Context: an optimization exercise on an open-source flow, tuned for small area, a short achievable clock period and few clock cycles. The choices shown serve that exercise and are no tape-out recipe.
Only simulation tests tie the RTL to the original design; equivalence was not proved.

$ cat design/flow/config.mk
export PLATFORM = sky130hd
export DESIGN_NAME = bf16_dual_lane_dot_product
export DESIGN_NICKNAME = bf16_dual_lane_dot_product
export VERILOG_FILES = /design/flow/design.v
export SDC_FILE = /design/flow/constraint.sdc
export NUM_CORES = 4
export LEC_CHECK = 0
export CAP_MARGIN = 20
export CORE_MARGIN = 2
export CORE_UTILIZATION = 40
export SLEW_MARGIN = 20
$ cat design/flow/constraint.sdc
create_clock -name core_clock -period 10.5 [get_ports {clock}]
set_input_delay 2.1000 -clock core_clock [delete_from_list [all_inputs] [get_ports {clock}]]
set_output_delay 2.1000 -clock core_clock [all_outputs]
set_load 0.01 [all_outputs]
$ cat design/flow/design.v
package bfdp_pkg;
   localparam logic [15:0] BF_NAN = 16'h7F81;
   localparam logic [15:0] BF_INF = 16'h7F80;
   localparam logic [10:0] BIAS   = 11'd127;
   typedef struct packed {
      logic pair_valid;
      logic last;
   } ctl_type;
   function automatic logic [15:0] bf_pack(input logic s, input logic signed [10:0] e,
                                           input logic [7:0] m);
      logic [15:0] r;
      if (e <= 0) r = {s, 15'd0};
      else if (e >= 255) r = {s, BF_INF[14:0]};
      else r = {s, e[7:0], m[6:0]};
      bf_pack = r;
   endfunction
   function automatic logic [15:0] bf_mul(input logic [15:0] x, input logic [15:0] y);
      logic              s;
      logic [7:0]        ex;
      logic [7:0]        ey;
      logic [15:0]       p;
      logic [7:0]        m;
      logic signed [10:0] e;
      logic [15:0]       r;
      s  = x[15] ^ y[15];
      ex = x[14:7];
      ey = y[14:7];
      p  = {1'b1, x[6:0]} * {1'b1, y[6:0]};
      e  = $signed({3'd0, ex} + {3'd0, ey} - BIAS);
      if (p[15]) begin
         m = p[15:8];
         e = e + 11'sd1;
      end else begin
         m = p[14:7];
      end
      if ((ex == 8'hFF && x[6:0] != 7'd0) || (ey == 8'hFF && y[6:0] != 7'd0)) r = BF_NAN;
      else if (ex == 8'hFF || ey == 8'hFF) r = (ex == 8'd0 || ey == 8'd0) ? BF_NAN :
                                              {s, BF_INF[14:0]};
      else if (ex == 8'd0 || ey == 8'd0) r = {s, 15'd0};
      else r = bf_pack(s, e, m);
      bf_mul = r;
   endfunction
   function automatic logic [15:0] bf_add(input logic [15:0] x, input logic [15:0] y);
      logic [7:0]         ex;
      logic [7:0]         ey;
      logic [7:0]         ma;
      logic [7:0]         mb;
      logic [7:0]         d;
      logic [8:0]         sum;
      logic [9:0]         rnd;
      logic               s;
      logic signed [10:0] e;
      logic [2:0]         pos;
      logic [7:0]         m;
      logic [15:0]        r;
      ex = x[14:7];
      ey = y[14:7];
      ma = {1'b1, x[6:0]};
      mb = {1'b1, y[6:0]};
      if (ex >= ey) begin
         d  = ex - ey;
         mb = (d >= 8'd8) ? 8'd0 : (mb >> d[2:0]);
         e  = $signed({3'd0, ex});
      end else begin
         d  = ey - ex;
         ma = (d >= 8'd8) ? 8'd0 : (ma >> d[2:0]);
         e  = $signed({3'd0, ey});
      end
      if (x[15] == y[15]) begin
         sum = {1'b0, ma} + {1'b0, mb};
         s   = x[15];
      end else if (ma >= mb) begin
         sum = {1'b0, ma - mb};
         s   = x[15];
      end else begin
         sum = {1'b0, mb - ma};
         s   = y[15];
      end
      pos = 3'd0;
      for (int i = 0; i < 8; i++) begin
         if (sum[i]) pos = 3'(i);
      end
      rnd = {1'b0, sum} + 10'd1;
      if (sum[8]) begin
         if (rnd[9]) begin
            m = 8'h80;
            e = e + 11'sd2;
         end else begin
            m = rnd[8:1];
            e = e + 11'sd1;
         end
      end else begin
         m = sum[7:0] << (3'd7 - pos);
         e = e - $signed({8'd0, 3'd7 - pos});
      end
      if ((ex == 8'hFF && x[6:0] != 7'd0) || (ey == 8'hFF && y[6:0] != 7'd0)) r = BF_NAN;
      else if (ex == 8'hFF && ey == 8'hFF) r = (x[15] != y[15]) ? BF_NAN : x;
      else if (ex == 8'hFF) r = x;
      else if (ey == 8'hFF) r = y;
      else if (ex == 8'd0 && ey == 8'd0) r = {x[15] & y[15], 15'd0};
      else if (ex == 8'd0) r = y;
      else if (ey == 8'd0) r = x;
      else if (sum == 9'd0) r = 16'd0;
      else r = bf_pack(s, e, m);
      bf_add = r;
   endfunction
endpackage
module bfdp_lane (
   input  logic        clock,
   input  logic        enable,
   input  logic [15:0] a,
   input  logic [15:0] b,
   output logic [15:0] product
);
   logic [15:0] product_ff;
   logic [15:0] product_in;
   assign product_in = bfdp_pkg::bf_mul(a, b);
   always_ff @(posedge clock) begin
      if (enable) product_ff <= product_in;
   end
   assign product = product_ff;
endmodule
module bfdp_merge (
   input  logic              clock,
   input  logic              enable,
   input  bfdp_pkg::ctl_type ctl,
   input  logic [15:0]       product_first,
   input  logic [15:0]       product_second,
   output logic [15:0]       term
);
   logic [15:0] term_ff;
   logic [15:0] term_in;
   assign term_in = ctl.pair_valid ? bfdp_pkg::bf_add(product_first, product_second) : product_first;
   always_ff @(posedge clock) begin
      if (enable) term_ff <= term_in;
   end
   assign term = term_ff;
endmodule
module bf16_dual_lane_dot_product (
   input  logic        clock,
   input  logic        reset,
   input  logic        req_valid,
   output logic        req_ready,
   input  logic [15:0] req_a_first,
   input  logic [15:0] req_b_first,
   input  logic [15:0] req_a_second,
   input  logic [15:0] req_b_second,
   input  logic        req_pair_valid,
   input  logic        req_last,
   output logic        rsp_valid,
   input  logic        rsp_ready,
   output logic [15:0] rsp_sum
);
   logic        s1_valid_ff;
   bfdp_pkg::ctl_type     s1_ctl_ff;
   logic        s2_valid_ff;
   logic        s2_last_ff;
   logic [15:0] acc_ff;
   logic [15:0] acc_in;
   logic        rsp_valid_ff;
   logic        rsp_valid_in;
   logic [15:0] rsp_sum_ff;
   logic [15:0] prod_first;
   logic [15:0] prod_second;
   logic [15:0] term;
   logic        stall;
   logic        advance;
   bfdp_pkg::ctl_type     req_ctl;
   assign stall   = s2_valid_ff && s2_last_ff && rsp_valid_ff && !rsp_ready;
   assign advance = !stall;
   assign req_ready = advance;
   assign req_ctl = {req_pair_valid, req_last};
   bfdp_lane u_lane_first (
      .clock(clock), .enable(advance), .a(req_a_first), .b(req_b_first),
      .product(prod_first)
   );
   bfdp_lane u_lane_second (
      .clock(clock), .enable(advance), .a(req_a_second), .b(req_b_second),
      .product(prod_second)
   );
   bfdp_merge u_merge (
      .clock(clock), .enable(advance), .ctl(s1_ctl_ff), .product_first(prod_first),
      .product_second(prod_second), .term(term)
   );
   assign acc_in = bfdp_pkg::bf_add(acc_ff, term);
   assign rsp_valid_in = (advance && s2_valid_ff && s2_last_ff) ||
                         (rsp_valid_ff && !rsp_ready);
   always_ff @(posedge clock) begin
      if (reset) begin
         s1_valid_ff  <= 1'b0;
         s2_valid_ff  <= 1'b0;
         s2_last_ff   <= 1'b0;
         acc_ff       <= 16'd0;
         rsp_valid_ff <= 1'b0;
      end else begin
         rsp_valid_ff <= rsp_valid_in;
         if (advance) begin
            s1_valid_ff <= req_valid;
            s1_ctl_ff   <= req_ctl;
            s2_valid_ff <= s1_valid_ff;
            s2_last_ff  <= s1_ctl_ff.last;
            if (s2_valid_ff) begin
               if (s2_last_ff) begin
                  acc_ff     <= 16'd0;
                  rsp_sum_ff <= acc_in;
               end else begin
                  acc_ff <= acc_in;
               end
            end
         end
      end
   end
   assign rsp_valid = rsp_valid_ff;
   assign rsp_sum   = rsp_sum_ff;
endmodule
$ cat design/flow/run.sh
#!/bin/bash
# synth_recipe.tcl (not shown) runs the flow's synth.tcl, then flattens the netlist and writes it again
# the make line also repeats each setting of config.mk as NAME=value (left out here)
make -C /OpenROAD-flow-scripts/flow DESIGN_CONFIG=/design/flow/config.mk WORK_HOME=/design/flow/orfs CLKGATE_MAP_FILE= SYNTH_SCRIPT=/design/flow/synth_recipe.tcl finish
==> summary.txt <==
-- state kept, by name, indices dropped and copies added (netlist names) --
name,cells
s1_valid_ff,1
u_merge.term_ff,16
rsp_sum_ff,16
u_lane_second.product_ff,16
s2_last_ff,1
u_lane_first.product_ff,16
s2_valid_ff,1
rsp_valid_ff,1
acc_ff,16
s1_ctl_ff,2
-- layout by cell type (no fill, tap or decap), drive strengths merged, types with 10 or more instances in the layout --
cell type	instances
o21ai	125
a22oi	11
mux2	17
o211ai	15
o22ai	17
o31ai	41
ha	184
buf	20
nand3	75
inv	200
and2	91
edfxtp	66
clkdlybuf4s50	87
xor2	33
nand2	187
a211oi	19
nor4	27
or4	16
a22o	20
xnor2	96
a221oi	13
nor2b	42
or3	12
dfxtp	20
fa	84
a31oi	21
a21oi	163
o221ai	10
mux2i	45
nor2	174
nand4	27
a21o	31
nand2b	33
nor3	69
and3	27
-- timing repair --
action                     4_1_cts  5_1_grt
hold endpoints to repair         0        0
setup endpoints to repair        0       27
resized for setup                0        5
-- layout make-up --
| cell class | instances | area, um2 |
|---|---|---|
| fillers | 4458 | 24600 |
| clock inverters | 7 | 48.8 |
| flip-flops and latches | 86 | 2380 |
| repair buffers | 107 | 1020 |
| well taps | 592 | 741 |
| inverters | 199 | 747 |
| clock buffers | 9 | 225 |
| multi-input cells | 1892 | 14200 |
-- worst reg2reg max path, delay by kind of cell (launching register included) --
family,cells,cell delay [ps]
and+or+nand+nor,11,3210
buffers and inverters,2,350
AOI/OAI and AO/OA,12,3220
DFF,1,520
adders and majority gates,4,1460
muxes,1,190
xor gates and xnor gates,3,720
-- routing by layer --
metal / global-route usage / part of all wire / vias up
met3: 0.0265 / 0.055 / 98
met5: 0 / 0 / -
met1: 0.281 / 0.43 / 8137
li1: - / - / 8249
met4: 0.0704 / 0.027 / 0
met2: 0.387 / 0.49 / 623
-- synthesized netlist by cell type, types with 7 or more instances --
cell	number
nand2b_1	33
nand2_1	187
xnor2_1	96
buf_2	8
o22ai_1	17
a31o_2	7
o31ai_1	39
inv_1	198
a21boi_0	8
o21ai_0	119
dfxtp_1	20
nor2b_1	42
o211ai_1	14
or4_1	16
nor3b_1	7
a221o_1	9
xor2_1	31
nor4_1	26
a221oi_1	13
o21a_1	8
nand4_1	26
fa_1	84
a211oi_1	19
a22oi_1	11
a21o_1	31
nor2_1	174
mux2i_1	44
o21bai_1	8
a22o_1	20
a21oi_1	163
or2_2	8
edfxtp_1	66
a31oi_1	21
o221ai_1	10
mux2_2	17
clkbuf_1	78
ha_1	184
nor3_1	69
or3_1	12
and4_1	7
and3_1	27
nand3_1	75
and2_1	91
-- through the flow --
stage	cell area, um2	setup WS (ps)	cells	hold WS (ps)
floorplan	17700	1410	2272	433
global placement	19100	773	2876	453
detailed placement	19100	483	2876	442
CTS	19400	433	2892	462
global route	19400	85.6	2892	478
finish	19400	599	2892	458
-- final timing paths --
kind,startpoint,to,slack (ps),cells after the start
worst min register to register,s1_ctl_ff[0],s2_last_ff,460,2
worst min-delay path,s1_ctl_ff[0],s2_last_ff,460,2
worst max-delay path,acc_ff[7],rsp_sum_ff[10],600,33
worst max register to register,acc_ff[7],rsp_sum_ff[10],600,33
-- cell families after synthesis --
kind of cell,synth area share
AND/OR/NAND/NOR,0.236
AO/OA/AOI/OAI,0.231
buffers and inverters,0.0651
adder cells (fa/ha/maj),0.225
XOR/XNOR,0.0646
flip-flops,0.134
multiplexers,0.0445
==> out/qor.txt <==
Tightest Pin Transition = 1010 ps
Post-synth EDFFs = 66
Synthesized flop and latch total = 86
Full die area = 0.0460 mm2
Die span in y = 215 um
Layout cells sized above 1 = 0.0478
Finish-stage setup viols = 0
Clock Tree Root = clkbuf_16
CP Launch Type = flip-flop
Worst-Skew Late Latency = 360 ps
Fmax achieved = 101 MHz
Port bufs = 87
Gpl congestion = 0.976
Post-CTS Setup Repair Bufs = 0
Critical Path RT = 10620 ps
Min-Delay Path Class = reg -> reg
Post-synth top area share = 0.130
Syn Inst Count = 2272
Routed WL per cell = 17.9 um
Post-synth top area cell = ha_1
Initial Util = 0.403
CP max FO = 15
Gr ovfl total = 0
Die width = 215 um
Syn_area_per_cell = 7.80 um2
CTS buffer count = 9
Diode count = 0
Vias in the first global route = 16600
Core Area = 0.0440 mm2
RSZ-0062 raised after global routing = no
Area contributors post-synth = ha_1 (13%), edfxtp_1 (11%), fa_1 (9.5%)
Number of hold violations in the final report = 0
Buf/Inv on CP = 2
Arr. time, crit path = 10020 ps
H-tree depth = 3
Global-route wire length before repair = 84900 um
Util after Layout = 0.441
Final #Nets = 2633
Final Max Tran Viols = 0
Reg clk slew, reported paths = 70 ps
Slowest cell on the critical path = or4_1
Crit Path Category = reg -> reg
Fin crit share = 0.943
Longest Clk Path Bufs = 2
# clock sinks = 86
Synth Flop Type = edfxtp_1
Setup TNS = 0 ps
GR Util All Layers = 0.221
CTS tree = built
Detail Placement HPWL = 41600 um
CTS Hold Bufs = 0
Total Wirelength = 51700 um
Residual DRC = 0
FP Rows = 77
Maximum Capacitance Violations = 0
Asr flop ratio synth = 0
Tmin final = 9900 ps
Mapped Area = 0.0177 mm2
Yosys cell types = 99
DRT iter0 DRCs = 1416
Post-route ant nets = 0
Io pins = 88
Syn nets = 2610
Initial antenna violation count = 0
Relative slew margins = 0.320
Type of destination of the critical path = flip-flop
Layout area overhead = 9.41%
Final clock skew = 13.1 ps
Vias = 17100
Largest net degree at the start of global routing = 50
Top cell family by delay on the critical path = simple AND/OR/NAND/NOR gates
Ys Warns = 3
DRT Pass-1 Iters = 6
Largest stage delay, worst path = 680 ps
Number of vias per cell = 5.92
Seq/Total Area, Yosys = 0.134
Outcome = timing/DRC/antenna clean
Critical Path Most Common Cell = a21oi_1
Testbench counts, summed over its fixed seeds: cycles 40,136.

==> afterwards: timing with drivers on the ports <==
How much do the figures lean on ideal ports? The routed layout below was timed once more, with nothing changed but the port constraints. Step 1 assumes that a clkbuf_16 drives the clock port and a buf_2 every other input. Step 2 adds t to the input delays and takes it off the output delays; t is the mean of the earliest and latest rising clock arrival at the registers after step 1. Input paths then give back, and output paths get back, about the clock's delay inside the block. Three values: ideal ports, drivers, drivers and shift; two values: the first two.
t, ns: 0.414
setup slack, ns: 0.599 / 0.599 / 0.599
hold WS [ns]: 0.458 / 0.458 / 0.458
clock arrival spread, ns: 0.015 / 0.016
After both steps this run still meets setup and hold. For this run, drivers alone change the setup slack by 0.000 ns; drivers and shift together by 0.000 ns.
